Background: an optimization exercise with open tools, aiming at small area, a short achievable clock period and few clock cycles. Do not read the settings as production practice.
At most, simulation tests tie the RTL to the original design; equivalence was not proved.
Power is estimated from default activity; no workload was simulated.

==> try-lagoon <==
## motion_command_text_parser_top
module motion_command_text_parser_top
(
    input  logic          clk,
    input  logic          rst_n,
    input  logic          cmd_valid,
    output logic          cmd_ready,
    input  logic [7:0]    cmd_ch,
    output logic          rec_valid,
    input  logic          rec_ready,
    output logic [2:0]    rec_record_index,
    output logic [31:0]   rec_joint_angle,
    output logic [31:0]   rec_start_reload,
    output logic [31:0]   rec_target_reload,
    output logic [31:0]   rec_duration_ms,
    output logic          rec_accepted,
    output logic          rec_last_record
);
==> flow/config.mk <==
export PLATFORM = sky130hd
export DESIGN_NAME = motion_command_text_parser_top
export DESIGN_NICKNAME = motion_command_text_parser_top
export VERILOG_FILES = /design/flow/design.v
export SDC_FILE = /design/flow/constraint.sdc
export NUM_CORES = 4
export LEC_CHECK = 0
export CAP_MARGIN = 20
export CORE_MARGIN = 2
export CORE_UTILIZATION = 85
export SLEW_MARGIN = 20
==> flow/constraint.sdc <==
create_clock -name core_clock -period 18.0 [get_ports {clk}]
set_input_delay 3.6000 -clock core_clock [delete_from_list [all_inputs] [get_ports {clk}]]
set_output_delay 3.6000 -clock core_clock [all_outputs]
set_load 0.01 [all_outputs]
standard.sh (not shown) runs the stock make flow with config.mk's settings and CLKGATE_MAP_FILE= SYNTH_SCRIPT=/design/flow/synth_recipe.tcl, a recipe that flattens the netlist after the stock synthesis.
==> flow/flow/run.sh <==
#!/bin/bash
# Own layout flow: the standard ORFS flow (standard.sh, with the standard
# synthesis unchanged) plus:
#  - port buffers made from a plain buffer cell (every port still gets one);
#  - cr.tcl after floorplan: a fast two-level copy of the cmd_ready logic drives
#    the cmd_ready port (the synthesized logic keeps driving the internal loads);
#  - repair_timing asked for extra setup margin;
#  - CTS without dummy loads.
set -euo pipefail
W=$(pwd)
export BUFFER_PORTS_ARGS="-buffer_cell sky130_fd_sc_hd__buf_1"
export SETUP_SLACK_MARGIN=10.4
export POST_FLOORPLAN_TCL="$W/flow/cr.tcl"
export CTS_ARGS="-sink_clustering_enable -repair_clock_nets -buf_list sky130_fd_sc_hd__clkbuf_4 -sink_clustering_size 14 -sink_clustering_max_diameter 40 -dont_use_dummy_load"
bash standard.sh > standard.log 2>&1
==> flow/flow/cr.tcl <==
# Rebuild the cmd_ready output cone as a fast two-level NOR/NAND tree:
#   cmd_ready = ~busy | (cmd_ch != 0) = NAND4(NOR2(c0,c1), NOR2(c2,c3), NOR2(c4,c5), NOR3(c6,c7,~busy))
# The logic synthesis made stays in place for the internal loads of cmd_ready.
set block [ord::get_db_block]
set crnet [$block findNet cmd_ready]
# driver of cmd_ready and its other loads
set drv ""
foreach it [$crnet getITerms] {
  if {[$it isOutputSignal]} { set drv $it }
}
puts "cmd_ready driver: [[$drv getInst] getName] [[[$drv getInst] getMaster] getName]"
set inet [odb::dbNet_create $block cr_internal]
$drv disconnect
$drv connect $inet
foreach it [$crnet getITerms] {
  $it disconnect
  $it connect $inet
}
# busy flop output
set busy ""
foreach inst [$block getInsts] {
  if {[string match "*busy_reg*" [$inst getName]]} { set busy $inst }
}
puts "busy flop: [$busy getName]"
set busynet [[$busy findITerm Q] getNet]
proc mk {block master name} {
  set m [[ord::get_db] findMaster $master]
  return [odb::dbInst_create $block $m $name]
}
proc net {block name} { return [odb::dbNet_create $block $name] }
set nb [net $block cr_busy_n]
set i [mk $block sky130_fd_sc_hd__inv_1 cr_inv]
[$i findITerm A] connect $busynet
[$i findITerm Y] connect $nb
set outs {}
foreach {k a b} {0 0 1 1 2 3 2 4 5} {
  set n [net $block cr_n$k]
  set g [mk $block sky130_fd_sc_hd__nor2_2 cr_nor$k]
  [$g findITerm A] connect [$block findNet "cmd_ch\[$a\]"]
  [$g findITerm B] connect [$block findNet "cmd_ch\[$b\]"]
  [$g findITerm Y] connect $n
  lappend outs $n
}
set n [net $block cr_n3]
set g [mk $block sky130_fd_sc_hd__nor3_2 cr_nor3]
[$g findITerm A] connect [$block findNet "cmd_ch\[6\]"]
[$g findITerm B] connect [$block findNet "cmd_ch\[7\]"]
[$g findITerm C] connect $nb
[$g findITerm Y] connect $n
lappend outs $n
set g [mk $block sky130_fd_sc_hd__nand4_2 cr_nand]
foreach p {A B C D} o $outs { [$g findITerm $p] connect $o }
[$g findITerm Y] connect $crnet
==> try-harbor: changes against try-lagoon <==
--- a/flow/design.v
+++ b/flow/design.v
@@ -67,20 +67,17 @@
     logic        digit;
     logic        jdig;
     logic        in_num;
     logic [4:0]  after;        
     logic [7:0]  lit;          
     logic        skip_ws;
     logic [4:0]  lit_next;
-    logic [31:0]        t;
-    logic [31:0]        a;
-    logic [31:0]        sd;
-    logic               clear;
-    logic               sat_p;
-    logic               sat_n;
+    logic [35:0]        t;
+    logic [35:0]        a;
+    logic [35:0]        sd;
     logic [3:0]         d;
     logic               nd;
     logic [31:0]        acc_new;
     assign nul   = (ch == cmdp_pkg::CH_NUL);
     assign ws    = cmdp_pkg::is_ws(ch);
     assign digit = cmdp_pkg::is_digit(ch);
     assign jdig  = (ch == (cmdp_pkg::CH_DIG1 + {5'd0, jn_reg}));
@@ -93,21 +90,18 @@
             cmdp_pkg::P_N2: after = cmdp_pkg::P_T;
             cmdp_pkg::P_N3: after = (jn_reg == 3'd5) ? cmdp_pkg::P_TT : cmdp_pkg::P_J;
             default:        after = cmdp_pkg::P_END;
         endcase
     end
     assign nd      = neg_reg;
     assign d       = ch[3:0];
-    assign a       = acc_reg;
-    assign sd      = {{28{nd}}, d ^ {4{nd}}};
-    assign t       = (a << 3) + (a << 1) + sd + {31'd0, nd};
-    assign sat_p   = !nd && ((acc_reg > 32'd214748364) || ((acc_reg == 32'd214748364) && (d >= 4'd8)));
-    assign sat_n   =  nd && ((acc_reg[31] && (acc_reg < 32'hF3333334)) || ((acc_reg == 32'hF3333334) && (d == 4'd9)));
-    assign acc_new = (sat_p || sat_n) ? {nd, {31{!nd}}} : t;
-    assign clear   = push || (in_v && !dig_reg && (pos_reg != cmdp_pkg::P_END));
+    assign a       = dig_reg ? {{4{acc_reg[31]}}, acc_reg} : 36'd0;
+    assign sd      = nd ? (36'd0 - {32'd0, d}) : {32'd0, d};
+    assign t       = (a << 3) + (a << 1) + sd;
+    assign acc_new = ((t[35:31] != 5'h00) && (t[35:31] != 5'h1F)) ? {nd, {31{!nd}}} : t[31:0];
     always_comb
     begin
         lit      = cmdp_pkg::CH_DIG1 + {5'd0, jn_reg};
         skip_ws  = 1'b0;
         lit_next = cmdp_pkg::P_FAIL;
         case ((in_num && dig_reg && !digit) ? after : pos_reg)
             cmdp_pkg::P_M:  begin lit = cmdp_pkg::CH_M; lit_next = cmdp_pkg::P_O; end
@@ -234,16 +228,14 @@
                 bank_reg <= !bank_reg;
         end
     end
     always_ff @(posedge clk)
     begin
         if (take_digit)
             acc_reg <= acc_new;
-        else if (clear)
-            acc_reg <= 32'd0;
     end
 endmodule
 `timescale 1ns / 1ps
 module cmdp_store
 (
     input  logic        clk,
     input  logic        rst_n,
@@ -269,30 +261,28 @@
     logic [31:0] lane_a0 [0:5];
     logic [31:0] lane_a1 [0:5];
     logic [31:0] lane_a2 [0:5];
     logic [31:0] lane_b0 [0:5];
     logic [31:0] lane_b1 [0:5];
     logic [31:0] lane_b2 [0:5];
     logic        out_valid;
+    logic        out_acc;
     logic        sel_a;
     logic        sel_b;
     logic [2:0]  out_idx;
+    logic        out_last;
     logic [31:0] out_dur;
     logic        busy_reg;
-    logic        out_acc;
-    logic        out_last;
     logic        take;
     logic        rd_a;
     logic        rd_b;
     logic [2:0]  sh_a;
     logic [2:0]  sh_b;
     logic        valid_next;
-    assign out_acc  = sel_a || sel_b;
-    assign out_last = !out_acc || (out_idx[2] && out_idx[0]);
-    assign take     = out_valid && rec_ready;
+    assign take = out_valid && rec_ready;
     assign rd_a = take && sel_a;
     assign rd_b = take && sel_b;
     always_comb
     begin
         for (int l = 0; l < 3; l++)
         begin
             sh_a[l] = rd_a || (push && !push_bank && (push_lane == 2'(l)));
@@ -325,22 +315,25 @@
             busy_reg  <= valid_next || zero_taken;
         end
     end
     always_ff @(posedge clk)
     begin
         if (term)
         begin
+            out_acc  <= term_acc;
             sel_a    <= term_acc && !term_bank;
             sel_b    <= term_acc &&  term_bank;
             out_idx  <= 3'd0;
+            out_last <= !term_acc;
             out_dur  <= term_acc ? value : 32'd0;
         end
         else if (take)
         begin
             out_idx  <= out_idx + 3'd1;
+            out_last <= (out_idx == 3'd4);
         end
     end
     assign busy              = busy_reg;
     assign rec_valid         = out_valid;
     assign rec_record_index  = out_idx;
     assign rec_joint_angle   = ({32{sel_a}} & lane_a0[0]) | ({32{sel_b}} & lane_b0[0]);
     assign rec_start_reload  = ({32{sel_a}} & lane_a1[0]) | ({32{sel_b}} & lane_b1[0]);
==> flow/flow/run.sh (replaced) <==
#!/bin/bash
# Own layout flow: the standard ORFS flow (standard.sh, unchanged synthesis),
# with the port buffers made from a plain buffer cell instead of the one
# buffer_ports picks by default. Every input and output port still gets a buffer.
set -euo pipefail
export BUFFER_PORTS_ARGS="-buffer_cell sky130_fd_sc_hd__buf_2"
export SETUP_SLACK_MARGIN=10.3
bash standard.sh > standard.log 2>&1
Settings changed: CORE_UTILIZATION 85 to 70, CTS_BUF_LIST from default to sky130_fd_sc_hd__clkbuf_8, CTS_CLUSTER_DIAMETER from default to 60, CTS_CLUSTER_SIZE from default to 20.
removed: flow/flow/cr.tcl
==> try-willow: changes against try-lagoon <==
--- a/flow/design.v
+++ b/flow/design.v
@@ -67,18 +67,17 @@
     logic        digit;
     logic        jdig;
     logic        in_num;
     logic [4:0]  after;        
     logic [7:0]  lit;          
     logic        skip_ws;
     logic [4:0]  lit_next;
-    logic [31:0]        t;
-    logic [31:0]        a;
-    logic [31:0]        sd;
-    logic               clear;
+    logic [35:0]        t;
+    logic [35:0]        a;
+    logic [35:0]        sd;
     logic               sat_p;
     logic               sat_n;
     logic [3:0]         d;
     logic               nd;
     logic [31:0]        acc_new;
     assign nul   = (ch == cmdp_pkg::CH_NUL);
     assign ws    = cmdp_pkg::is_ws(ch);
@@ -93,21 +92,20 @@
             cmdp_pkg::P_N2: after = cmdp_pkg::P_T;
             cmdp_pkg::P_N3: after = (jn_reg == 3'd5) ? cmdp_pkg::P_TT : cmdp_pkg::P_J;
             default:        after = cmdp_pkg::P_END;
         endcase
     end
     assign nd      = neg_reg;
     assign d       = ch[3:0];
-    assign a       = acc_reg;
-    assign sd      = {{28{nd}}, d ^ {4{nd}}};
-    assign t       = (a << 3) + (a << 1) + sd + {31'd0, nd};
+    assign a       = dig_reg ? {{4{acc_reg[31]}}, acc_reg} : 36'd0;
+    assign sd      = nd ? (36'd0 - {32'd0, d}) : {32'd0, d};
+    assign t       = (a << 3) + (a << 1) + sd;
     assign sat_p   = !nd && ((acc_reg > 32'd214748364) || ((acc_reg == 32'd214748364) && (d >= 4'd8)));
-    assign sat_n   =  nd && ((acc_reg[31] && (acc_reg < 32'hF3333334)) || ((acc_reg == 32'hF3333334) && (d == 4'd9)));
-    assign acc_new = (sat_p || sat_n) ? {nd, {31{!nd}}} : t;
-    assign clear   = push || (in_v && !dig_reg && (pos_reg != cmdp_pkg::P_END));
+    assign sat_n   =  nd && (($signed(acc_reg) < -32'sd214748364) || (($signed(acc_reg) == -32'sd214748364) && (d == 4'd9)));
+    assign acc_new = (dig_reg && (sat_p || sat_n)) ? {nd, {31{!nd}}} : t[31:0];
     always_comb
     begin
         lit      = cmdp_pkg::CH_DIG1 + {5'd0, jn_reg};
         skip_ws  = 1'b0;
         lit_next = cmdp_pkg::P_FAIL;
         case ((in_num && dig_reg && !digit) ? after : pos_reg)
             cmdp_pkg::P_M:  begin lit = cmdp_pkg::CH_M; lit_next = cmdp_pkg::P_O; end
@@ -234,16 +232,14 @@
                 bank_reg <= !bank_reg;
         end
     end
     always_ff @(posedge clk)
     begin
         if (take_digit)
             acc_reg <= acc_new;
-        else if (clear)
-            acc_reg <= 32'd0;
     end
 endmodule
 `timescale 1ns / 1ps
 module cmdp_store
 (
     input  logic        clk,
     input  logic        rst_n,
--- a/flow/flow/run.sh
+++ b/flow/flow/run.sh
@@ -7,9 +7,9 @@
 #  - repair_timing asked for extra setup margin;
 #  - CTS without dummy loads.
 set -euo pipefail
 W=$(pwd)
 export BUFFER_PORTS_ARGS="-buffer_cell sky130_fd_sc_hd__buf_1"
 export SETUP_SLACK_MARGIN=10.4
 export POST_FLOORPLAN_TCL="$W/flow/cr.tcl"
-export CTS_ARGS="-sink_clustering_enable -repair_clock_nets -buf_list sky130_fd_sc_hd__clkbuf_4 -sink_clustering_size 14 -sink_clustering_max_diameter 40 -dont_use_dummy_load"
+export CTS_ARGS="-sink_clustering_enable -repair_clock_nets -buf_list sky130_fd_sc_hd__clkbuf_8 -sink_clustering_size 16 -sink_clustering_max_diameter 50 -dont_use_dummy_load"
 bash standard.sh > standard.log 2>&1
Settings changed: CORE_UTILIZATION 85 to 70.
==> summary of the runs <==
Of try-harbor and try-willow, try-willow has the higher wire length (gap about 9%, measured against try-willow).
Sequential power: try-harbor is higher than try-willow (about 1%).
Final cell count is about the same in try-harbor and try-willow.
try-harbor produced a clean layout. try-willow went through all stages and came out clean. try-lagoon ended with an error in detailed placement.
In try-willow the sequential cell count is lower than in try-harbor, by 2.
Of try-willow and try-harbor, try-harbor has the higher total power (gap 3.7%, measured against try-harbor).
Of try-willow and try-harbor, try-willow has the higher sequential share of layout area (gap 0.34 points).
Count of clock-buffer cells in the layout: try-harbor is lower than try-willow (19).
Testbench counts of try-harbor, summed over its fixed seeds: cycles 74,613.
The RTL of try-lagoon and try-willow was laid out without a check of its function.

[port drivers added, routing unchanged]
The flow's constraints put no driver on any port. The routed layouts listed below were extracted and timed again, unchanged, in two steps. Step 1: set_driving_cell puts a clkbuf_16 on clk and a buf_2 on each other input, an assumption about the parent block. Step 2 moves the port delays by t, midway between the first and last clock arrival at a register: inputs arrive t later, outputs are due t later. That takes back most of the time a late clock gives input paths. a / b / c = ideal / step 1 / step 2; a / b = the first two.
| run | shift t [ns] | setup WS [ns] | worst register clock-pin slew, ns |
|---|---|---|---|
| try-harbor | 0.748 | 10.122 / 10.089 / 10.089 | 0.12 / 0.12 |
| try-willow | 0.720 | 10.314 / 10.273 / 10.273 | 0.10 / 0.10 |
After both steps every run listed still meets setup and hold. The setup slack of try-willow, which loses most, moves by -0.041 ns with the drivers and by -0.041 ns with both steps.
